Source: an optimization exercise on an open RTL-to-GDS flow (aim: small area, a short achievable clock period and few clock cycles). Production flows keep margins and buffers that such runs may drop. In this exercise RTL edits were held to simulation tests only and were not proved equivalent to the original. Power and IR drop assume default switching activity.

==> design.v <==
`timescale 1ns/1ns
`default_nettype none
module board_store #(
    parameter int board_cols = 10,
    parameter int board_rows = 20
) (
    input  logic                              sysclk,
    input  logic                              reset,
    input  logic                              wb_cyc,
    input  logic                              wb_stb,
    input  logic                              wb_we,
    input  logic [7:0]                        wb_adr,
    input  logic [7:0]                        wb_dat_w,
    input  logic [7:0]                        scan_index,
    output logic [7:0]                        wb_dat_r,
    output logic                              wb_ack,
    output logic [board_cols*board_rows-1:0]  occupied,
    output logic [2:0]                        scan_color
);
    localparam int board_cells = board_cols * board_rows;
    logic [2:0] cells [board_cells];
    logic       wb_req;
    logic       adr_ok;
    assign wb_req = wb_cyc && wb_stb && !wb_ack;
    assign adr_ok = (wb_adr < 8'(board_cells));
    always_ff @(posedge sysclk) begin
        if (reset) begin
            wb_ack <= 1'b0;
            for (int i = 0; i < board_cells; i++) begin
                cells[i] <= '0;
            end
        end else begin
            wb_ack <= wb_req;
            if (wb_req && wb_we && adr_ok) begin
                cells[wb_adr] <= wb_dat_w[2:0];
            end
        end
    end
    always_ff @(posedge sysclk) begin
        if (wb_req) begin
            wb_dat_r <= adr_ok ? {5'b0, cells[wb_adr]} : 8'h00;
        end
    end
    always_comb begin
        for (int i = 0; i < board_cells; i++) begin
            occupied[i] = |cells[i];
        end
    end
    assign scan_color = (scan_index < 8'(board_cells)) ? cells[scan_index] : '0;
endmodule
`default_nettype wire
`timescale 1ns/1ns
`default_nettype none
module face_scanner #(
    parameter int board_cols = 10,
    parameter int board_rows = 20,
    parameter int cell_pitch = 24,
    parameter int origin_x   = 200,
    parameter int origin_y   = 100
) (
    input  logic                              sysclk,
    input  logic                              reset,
    input  logic                              scan_start,
    input  logic [board_cols*board_rows-1:0]  occupied,
    input  logic [2:0]                        scan_color,
    input  logic                              in_ready,
    output logic [7:0]                        scan_index,
    output logic                              scan_busy,
    output logic                              scan_done,
    output logic                              entry_valid,
    output logic [28:0]                       entry
);
    localparam int board_cells = board_cols * board_rows;
    localparam int coord_w = 11;
    localparam int row_w = $clog2(board_rows);
    localparam int col_w = $clog2(board_cols);
    logic [row_w-1:0]      row;
    logic [col_w-1:0]      col;
    logic [coord_w-1:0]    pos_x;
    logic [coord_w-1:0]    pos_y;
    logic                  here;
    logic                  last_cell;
    logic                  step;
    logic                  at_top;
    logic                  at_bottom;
    logic                  at_left;
    logic                  at_right;
    logic [7:0]            up_idx;
    logic [7:0]            down_idx;
    logic [7:0]            left_idx;
    logic [7:0]            right_idx;
    logic                  face_up;
    logic                  face_down;
    logic                  face_left;
    logic                  face_right;
    assign here      = occupied[scan_index];
    assign last_cell = (scan_index == 8'(board_cells - 1));
    assign step = scan_busy && (!here || in_ready);
    assign at_top    = (row == '0);
    assign at_bottom = (row == row_w'(board_rows - 1));
    assign at_left   = (col == '0);
    assign at_right  = (col == col_w'(board_cols - 1));
    assign up_idx    = at_top    ? scan_index : scan_index - 8'(board_cols);
    assign down_idx  = at_bottom ? scan_index : scan_index + 8'(board_cols);
    assign left_idx  = at_left   ? scan_index : scan_index - 1'b1;
    assign right_idx = at_right  ? scan_index : scan_index + 1'b1;
    always_comb begin
        face_up    = at_top    || !occupied[up_idx];
        face_down  = at_bottom || !occupied[down_idx];
        face_left  = at_left   || !occupied[left_idx];
        face_right = at_right  || !occupied[right_idx];
    end
    assign entry_valid = scan_busy && here;
    assign entry       = {face_up, face_down, face_left, face_right, scan_color, pos_x, pos_y};
    always_ff @(posedge sysclk) begin
        if (reset) begin
            scan_busy  <= 1'b0;
            scan_done  <= 1'b0;
            scan_index <= '0;
            row        <= '0;
            col        <= '0;
        end else begin
            scan_done <= 1'b0;
            if (!scan_busy) begin
                if (scan_start) begin
                    scan_busy  <= 1'b1;
                    scan_index <= '0;
                    row        <= '0;
                    col        <= '0;
                end
            end else if (step) begin
                if (last_cell) begin
                    scan_busy <= 1'b0;
                    scan_done <= 1'b1;
                end else begin
                    scan_index <= scan_index + 1'b1;
                    if (at_right) begin
                        col <= '0;
                        row <= row + 1'b1;
                    end else begin
                        col <= col + 1'b1;
                    end
                end
            end
        end
    end
    always_ff @(posedge sysclk) begin
        if (!scan_busy) begin
            pos_x <= coord_w'(origin_x);
            pos_y <= coord_w'(origin_y);
        end else if (step && !last_cell) begin
            if (at_right) begin
                pos_x <= coord_w'(origin_x);
                pos_y <= pos_y + coord_w'(cell_pitch);
            end else begin
                pos_x <= pos_x + coord_w'(cell_pitch);
            end
        end
    end
endmodule
`default_nettype wire
`timescale 1ns/1ns
`default_nettype none
module entry_fifo #(
    parameter int width      = 8,
    parameter int fifo_depth = 4
) (
    input  logic             sysclk,
    input  logic             reset,
    input  logic             in_valid,
    input  logic [width-1:0] in_data,
    input  logic             out_ready,
    output logic             in_ready,
    output logic             out_valid,
    output logic [width-1:0] out_data
);
    localparam int ptr_w = (fifo_depth > 1) ? $clog2(fifo_depth) : 1;
    localparam int cnt_w = $clog2(fifo_depth + 1);
    logic [width-1:0] mem [fifo_depth];
    logic [ptr_w-1:0] wr_ptr;
    logic [ptr_w-1:0] rd_ptr;
    logic [cnt_w-1:0] count;
    logic             push;
    logic             pop;
    logic [ptr_w-1:0] wr_next;
    logic [ptr_w-1:0] rd_next;
    assign wr_next = (wr_ptr == ptr_w'(fifo_depth - 1)) ? '0 : wr_ptr + 1'b1;
    assign rd_next = (rd_ptr == ptr_w'(fifo_depth - 1)) ? '0 : rd_ptr + 1'b1;
    assign in_ready  = (count != cnt_w'(fifo_depth));
    assign out_valid = (count != '0);
    assign out_data  = mem[rd_ptr];
    assign push      = in_valid && in_ready;
    assign pop       = out_valid && out_ready;
    always_ff @(posedge sysclk) begin
        if (reset) begin
            wr_ptr <= '0;
            rd_ptr <= '0;
            count  <= '0;
        end else begin
            if (push) begin
                wr_ptr <= wr_next;
            end
            if (pop) begin
                rd_ptr <= rd_next;
            end
            case ({push, pop})
                2'b10:   count <= count + 1'b1;
                2'b01:   count <= count - 1'b1;
                default: count <= count;
            endcase
        end
    end
    always_ff @(posedge sysclk) begin
        if (push) begin
            mem[wr_ptr] <= in_data;
        end
    end
endmodule
`default_nettype wire
`timescale 1ns/1ns
`default_nettype none
module cube_corner_gen #(
    parameter int cell_pitch  = 24,
    parameter int block_depth = 24
) (
    input  logic        sysclk,
    input  logic        reset,
    input  logic        entry_valid,
    input  logic [28:0] entry,
    input  logic        vtx_out_ready,
    output logic        entry_ready,
    output logic        vtx_out_valid,
    output logic [35:0] vtx_out
);
    localparam int coord_w = 11;
    localparam int depth_w = 6;
    logic [28:0] held;
    logic        loaded;
    logic [2:0]  corner;
    logic        vtx_fire;
    logic        last_corner;
    logic [3:0]         held_faces;
    logic [2:0]         held_color;
    logic [coord_w-1:0] held_x;
    logic [coord_w-1:0] held_y;
    assign {held_faces, held_color, held_x, held_y} = held;
    assign last_corner   = (corner == 3'd7);
    assign vtx_fire      = loaded && vtx_out_ready;
    assign vtx_out_valid = loaded;
    assign entry_ready = !loaded || (vtx_fire && last_corner);
    always_ff @(posedge sysclk) begin
        if (reset) begin
            loaded <= 1'b0;
            corner <= '0;
        end else if (entry_valid && entry_ready) begin
            loaded <= 1'b1;
            corner <= '0;
        end else if (vtx_fire) begin
            corner <= corner + 1'b1;
            if (last_corner) begin
                loaded <= 1'b0;
            end
        end
    end
    always_ff @(posedge sysclk) begin
        if (entry_valid && entry_ready) begin
            held <= entry;
        end
    end
    always_comb begin
        vtx_out = {
            held_x + (corner[0] ? coord_w'(cell_pitch) : '0),
            held_y + (corner[1] ? coord_w'(cell_pitch) : '0),
            corner[2] ? depth_w'(block_depth) : depth_w'(0),
            held_color,
            held_faces,
            last_corner
        };
    end
endmodule
`default_nettype wire
`timescale 1ns/1ns
`default_nettype none
module block_render_top #(
    parameter int cell_pitch  = 24,
    parameter int origin_x    = 200,
    parameter int origin_y    = 100,
    parameter int block_depth = 24,
    parameter int fifo_depth  = 4
) (
    input  logic        sysclk,
    input  logic        reset,
    input  logic        wb_cyc,
    input  logic        wb_stb,
    input  logic        wb_we,
    input  logic [7:0]  wb_adr,
    input  logic [7:0]  wb_dat_w,
    input  logic        scan_start,
    input  logic        vtx_ready,
    output logic [7:0]  wb_dat_r,
    output logic        wb_ack,
    output logic        scan_busy,
    output logic        scan_done,
    output logic        vtx_valid,
    output logic [10:0] vtx_x,
    output logic [10:0] vtx_y,
    output logic [5:0]  vtx_z,
    output logic [2:0]  vtx_color,
    output logic [3:0]  vtx_faces,
    output logic        vtx_last
);
    localparam int board_cols  = 10;
    localparam int board_rows  = 20;
    localparam int board_cells = board_cols * board_rows;
    logic [board_cells-1:0] occupied;
    logic [7:0]             scan_index;
    logic [2:0]             scan_color;
    logic                   scan_valid;
    logic                   scan_ready;
    logic [28:0]            scan_entry;
    logic                   ent_valid;
    logic                   ent_ready;
    logic [28:0]            ent_data;
    logic                   gen_valid;
    logic                   gen_ready;
    logic [35:0]            gen_vtx;
    logic [35:0]            vtx_q;
    board_store #(
        .board_cols (board_cols),
        .board_rows (board_rows)
    ) u_board_store (
        .sysclk     (sysclk),
        .reset      (reset),
        .wb_cyc     (wb_cyc),
        .wb_stb     (wb_stb),
        .wb_we      (wb_we),
        .wb_adr     (wb_adr),
        .wb_dat_w   (wb_dat_w),
        .scan_index (scan_index),
        .wb_dat_r   (wb_dat_r),
        .wb_ack     (wb_ack),
        .occupied   (occupied),
        .scan_color (scan_color)
    );
    face_scanner #(
        .board_cols (board_cols),
        .board_rows (board_rows),
        .cell_pitch (cell_pitch),
        .origin_x   (origin_x),
        .origin_y   (origin_y)
    ) u_face_scanner (
        .sysclk      (sysclk),
        .reset       (reset),
        .scan_start  (scan_start),
        .occupied    (occupied),
        .scan_color  (scan_color),
        .in_ready    (scan_ready),
        .scan_index  (scan_index),
        .scan_busy   (scan_busy),
        .scan_done   (scan_done),
        .entry_valid (scan_valid),
        .entry       (scan_entry)
    );
    entry_fifo #(
        .width      (29),
        .fifo_depth (fifo_depth)
    ) u_entry_fifo (
        .sysclk    (sysclk),
        .reset     (reset),
        .in_valid  (scan_valid),
        .in_data   (scan_entry),
        .out_ready (ent_ready),
        .in_ready  (scan_ready),
        .out_valid (ent_valid),
        .out_data  (ent_data)
    );
    cube_corner_gen #(
        .cell_pitch  (cell_pitch),
        .block_depth (block_depth)
    ) u_cube_corner_gen (
        .sysclk        (sysclk),
        .reset         (reset),
        .entry_valid   (ent_valid),
        .entry         (ent_data),
        .vtx_out_ready (gen_ready),
        .entry_ready   (ent_ready),
        .vtx_out_valid (gen_valid),
        .vtx_out       (gen_vtx)
    );
    entry_fifo #(
        .width      (36),
        .fifo_depth (fifo_depth)
    ) u_vertex_fifo (
        .sysclk    (sysclk),
        .reset     (reset),
        .in_valid  (gen_valid),
        .in_data   (gen_vtx),
        .out_ready (vtx_ready),
        .in_ready  (gen_ready),
        .out_valid (vtx_valid),
        .out_data  (vtx_q)
    );
    assign {vtx_x, vtx_y, vtx_z, vtx_color, vtx_faces, vtx_last} = vtx_q;
endmodule
`default_nettype wire
==> run.sh <==
#!/bin/bash
# synth_recipe.tcl (not shown) runs the flow's synth.tcl, then flattens the netlist and writes it again
# the make line also repeats each setting of config.mk as NAME=value (left out here)
make -C /OpenROAD-flow-scripts/flow DESIGN_CONFIG=/design/flow/config.mk WORK_HOME=/design/flow/orfs CLKGATE_MAP_FILE= SYNTH_SCRIPT=/design/flow/synth_recipe.tcl finish
==> config.mk <==
export PLATFORM = sky130hd
export DESIGN_NAME = block_render_top
export DESIGN_NICKNAME = block_render_top
export VERILOG_FILES = /design/flow/design.v
export SDC_FILE = /design/flow/constraint.sdc
export NUM_CORES = 4
export LEC_CHECK = 0
export CAP_MARGIN = 20
export CORE_MARGIN = 2
export CORE_UTILIZATION = 40
export SLEW_MARGIN = 20
==> constraint.sdc <==
create_clock -name core_clock -period 8.0 [get_ports {sysclk}]
set_input_delay 1.6000 -clock core_clock [delete_from_list [all_inputs] [get_ports {sysclk}]]
set_output_delay 1.6000 -clock core_clock [all_outputs]
set_load 0.01 [all_outputs]
==> summary.txt <==
# hold bufs at CTS 0; sequential area share after synthesis 50.8%; Slew HR 12.0%; Final HPWL DP 166000 µm; clk latency of the worst-skew pair ~820 ps; Leak 21.9 nW; effective utilization at floorplan between 40% and 50%; Critical Path Fanout Max 35; CORE AREA roughly 150000 µm²; synthesized flop and latch total 1050; root buffer cell clkbuf_16; Slew Limit Fails 0; Placer Congestion 1.08; area grow syn2layout 12.2%; synth unique cells 83; Main synth FF type edfxtp_1; RSZ-0062 raised after global routing false; Post-CTS Resized 0; first-pass GRT wire length between 300000 and 400000 µm; clk buf depth 3; Fmax achieved 0.167 GHz; row count around 140; vias in the first global route 43.8k; min Tclk post-route 5980 ps; Critical Path AT 6410 ps; total CTS buffers 116; Crit Path Class register to register; Req. time, crit path 8440 ps; Post-Syn Instances 4659; status no timing/DRC/antenna violations; Final TNS setup 0 ps; WL per Instance between 30 and 40 µm; CTS tree built; Worst-Margin Slew 1320 ps; Period Utilization, post-route 74.7%; port buffer count 50; Die Footprint 155000 µm²; final setup margin 2020 ps; Max H-tree Level 3; Async S/R FF share, synth 0%; Yosys warning total 5; layout cell share with drive strength beyond 1 22.3%; Iteration-0 DRC Markers about 7.6k; # clock sinks 1050; antenna viol nets, final 0; Fin. Hold Viols 0; die outline width 394 µm; final wirelength 239000 µm; worst slack, placed 2400 ps; I/O pin count 71; hold crit path type register to register; DRC 0; Max IR drop VDD 174 µV; via count 46.6k; Tot Pwr about 15 mW; Mapped Avg Cell Area between 10 and 15 µm²; Die Y 394 µm; grt ovf 0; number of synthesized flops with an enable pin 986; Pwr Density 227 nW/µm²; Reg clk slew, reported paths 60 ps; Setup crit start kind register; largest net degree at the start of global routing 103; DRT Pass-1 Iters 12; routed vias/inst 6.75; initial antenna violation count 20; Final setup viols 0; Post-CTS Setup Bufs 0; post-layout util 45.0%; Cell Area, Synth 60800 µm²; Nets 4814; GRT Util Overall a little under a third; MaxCap Viol Count 0; CP Capture Type register; Final Skew 105 ps
-- through the flow --
stage | cell area [µm²] | instances | hold slack, ps
4_1_cts | 68100 | 6881 | 486
6_report | 68200 | 6900 | 484
3_5_place_dp | 64300 | 6667 | 477
3_3_place_gp | 64200 | 6663 | 475
5_1_grt | 68200 | 6884 | 520
2_1_floorplan | 61500 | 4840 | 454
-- synth_stat cells, types with 38 or more instances --
cell	n	area, µm²
edfxtp_1	986	29600
nor2_1	738	2770
mux4_2	625	14100
nand2_1	451	1690
clkbuf_1	251	942
nor3_1	197	986
o21ai_0	194	971
mux2i_1	164	1640
buf_2	89	445
nand3_1	74	370
a21oi_1	70	350
dfxtp_1	64	1280
or3_1	64	400
a211oi_1	50	375
nor4_1	45	282
xnor2_1	42	368
inv_1	39	146
buf_1	38	143
-- critical path: stages, from the launching register on --
cell	delay, ps
dfxtp_2	310
buf_4	450
inv_2	420
buf_4	380
ha_2	420
buf_4	350
a21o_2	760
a211oi_1	180
a311oi_1	840
a31oi_1	130
a2111oi_0	480
nor2_1	80
a31o_2	320
a31oi_1	480
-- cells by family (layout without fill, tap and decap cells) --
logic type,Yosys count,count (layout),share of synthesized area [%]
AO/OA/AOI/OAI,539,539,5.74
adder cells (fa/ha/maj),34,34,0.749
other,2,200,0.0123
buffers and inverters,459,472,3.26
XOR/XNOR,51,51,0.734
AND/OR/NAND/NOR,1702,1702,12.3
multiplexers,822,822,26.5
flip-flops,1050,1050,50.8
-- state kept, by name, indices dropped and copies added, names as in the netlist, 5 cells and up, named ones only --
register and cells:
u_face_scanner.scan_index 8, u_board_store.cells 768, u_face_scanner.pos_y 8, u_entry_fifo.mem 92, u_vertex_fifo.mem 100, u_face_scanner.pos_x 8, u_cube_corner_gen.held 23, u_face_scanner.row 5
-- metal layers --
layer  GRT usage (%)  up-vias  routed length [µm]
li1                -    18300                   -
met3            11.3      976               35600
met2            43.8     3921              102000
met4            19.5       22               19200
met5           0.554        -                 376
met1            37.9    23300               81400
-- cell type report --
| class | instances | area (µm²) |
|---|---|---|
| clock buffers | 135 | 2970 |
| repair buffers | 212 | 1870 |
| fillers | 13800 | 83300 |
| flip-flops and latches | 1050 | 30900 |
| well taps | 2030 | 2540 |
| diodes | 17 | 42.5 |
| clock inverters | 79 | 807 |
| inverters | 46 | 180 |
| multi-input cells | 3331 | 28900 |
-- cells in the final DEF (no fill, tap or decap), types with 38 or more instances in the layout --
| cell type | count |
|---|---|
| or3_1 | 61 |
| conb_1 | 183 |
| nor3_1 | 191 |
| buf_4 | 151 |
| clkdlybuf4s50_1 | 40 |
| edfxtp_1 | 986 |
| a211oi_1 | 50 |
| mux4_2 | 625 |
| clkbuf_16 | 116 |
| dfxtp_1 | 55 |
| inv_1 | 38 |
| nor4_1 | 44 |
| nand2_1 | 435 |
| mux2i_1 | 163 |
| nor2_1 | 731 |
| nand3_1 | 70 |
| o21ai_0 | 194 |
| a21oi_1 | 69 |
-- power by group --
group          total (mW)  switching, mW  internal [mW]  leakage, nW
clock                5.39           2.36           3.02         1.82
sequential           6.83          0.324           6.51         10.2
combinational        3.24           1.87           1.37         9.92
-- final timing paths --
path / startpoint / endpoint / slack [ps] / depth (start not counted)
min reg2reg: u_vertex_fifo.rd_ptr[1]$_SDFFE_PP0P_ / register / 480 / 2
min: u_vertex_fifo.rd_ptr[1]$_SDFFE_PP0P_ / register / 480 / 2
max: u_face_scanner.scan_index[1]$_SDFFE_PP0P_ / u_entry_fifo.mem[3][26]$_DFFE_PP_ / 2020 / 13
max reg2reg: u_face_scanner.scan_index[1]$_SDFFE_PP0P_ / u_entry_fifo.mem[3][26]$_DFFE_PP_ / 2020 / 13
Testbench counts, summed over its fixed seeds: cycles 149,373.

[port drivers added, routing unchanged]
Ports are ideal in the flow. The routed layout listed here was re-timed in OpenROAD.
Step 1 (the two cells are an assumption about what drives the block):
set clk [get_ports {sysclk}]
set_driving_cell -lib_cell sky130_fd_sc_hd__clkbuf_16 $clk
set_driving_cell -lib_cell sky130_fd_sc_hd__buf_2 [delete_from_list [all_inputs] $clk]
Step 2 adds t to the input delays and takes it off the output delays; t is the mean of the earliest and latest rising clock arrival at the registers after step 1. Input paths then give back, and output paths get back, about the clock's delay inside the block.
a / b / c = no drivers / after step 1 / after step 2; a / b = the first two.
t, ns: 0.849
slack for setup (ns): 2.023 / 2.023 / 2.023
hold WS [ns]: 0.484 / 0.484 / 0.484
worst setup path at the end: register to register
worst data-port slew with drivers (ns): 0.07
After both steps setup and hold are still met in this run. For this run, drivers alone change the setup slack by 0.000 ns; drivers and shift together by 0.000 ns.
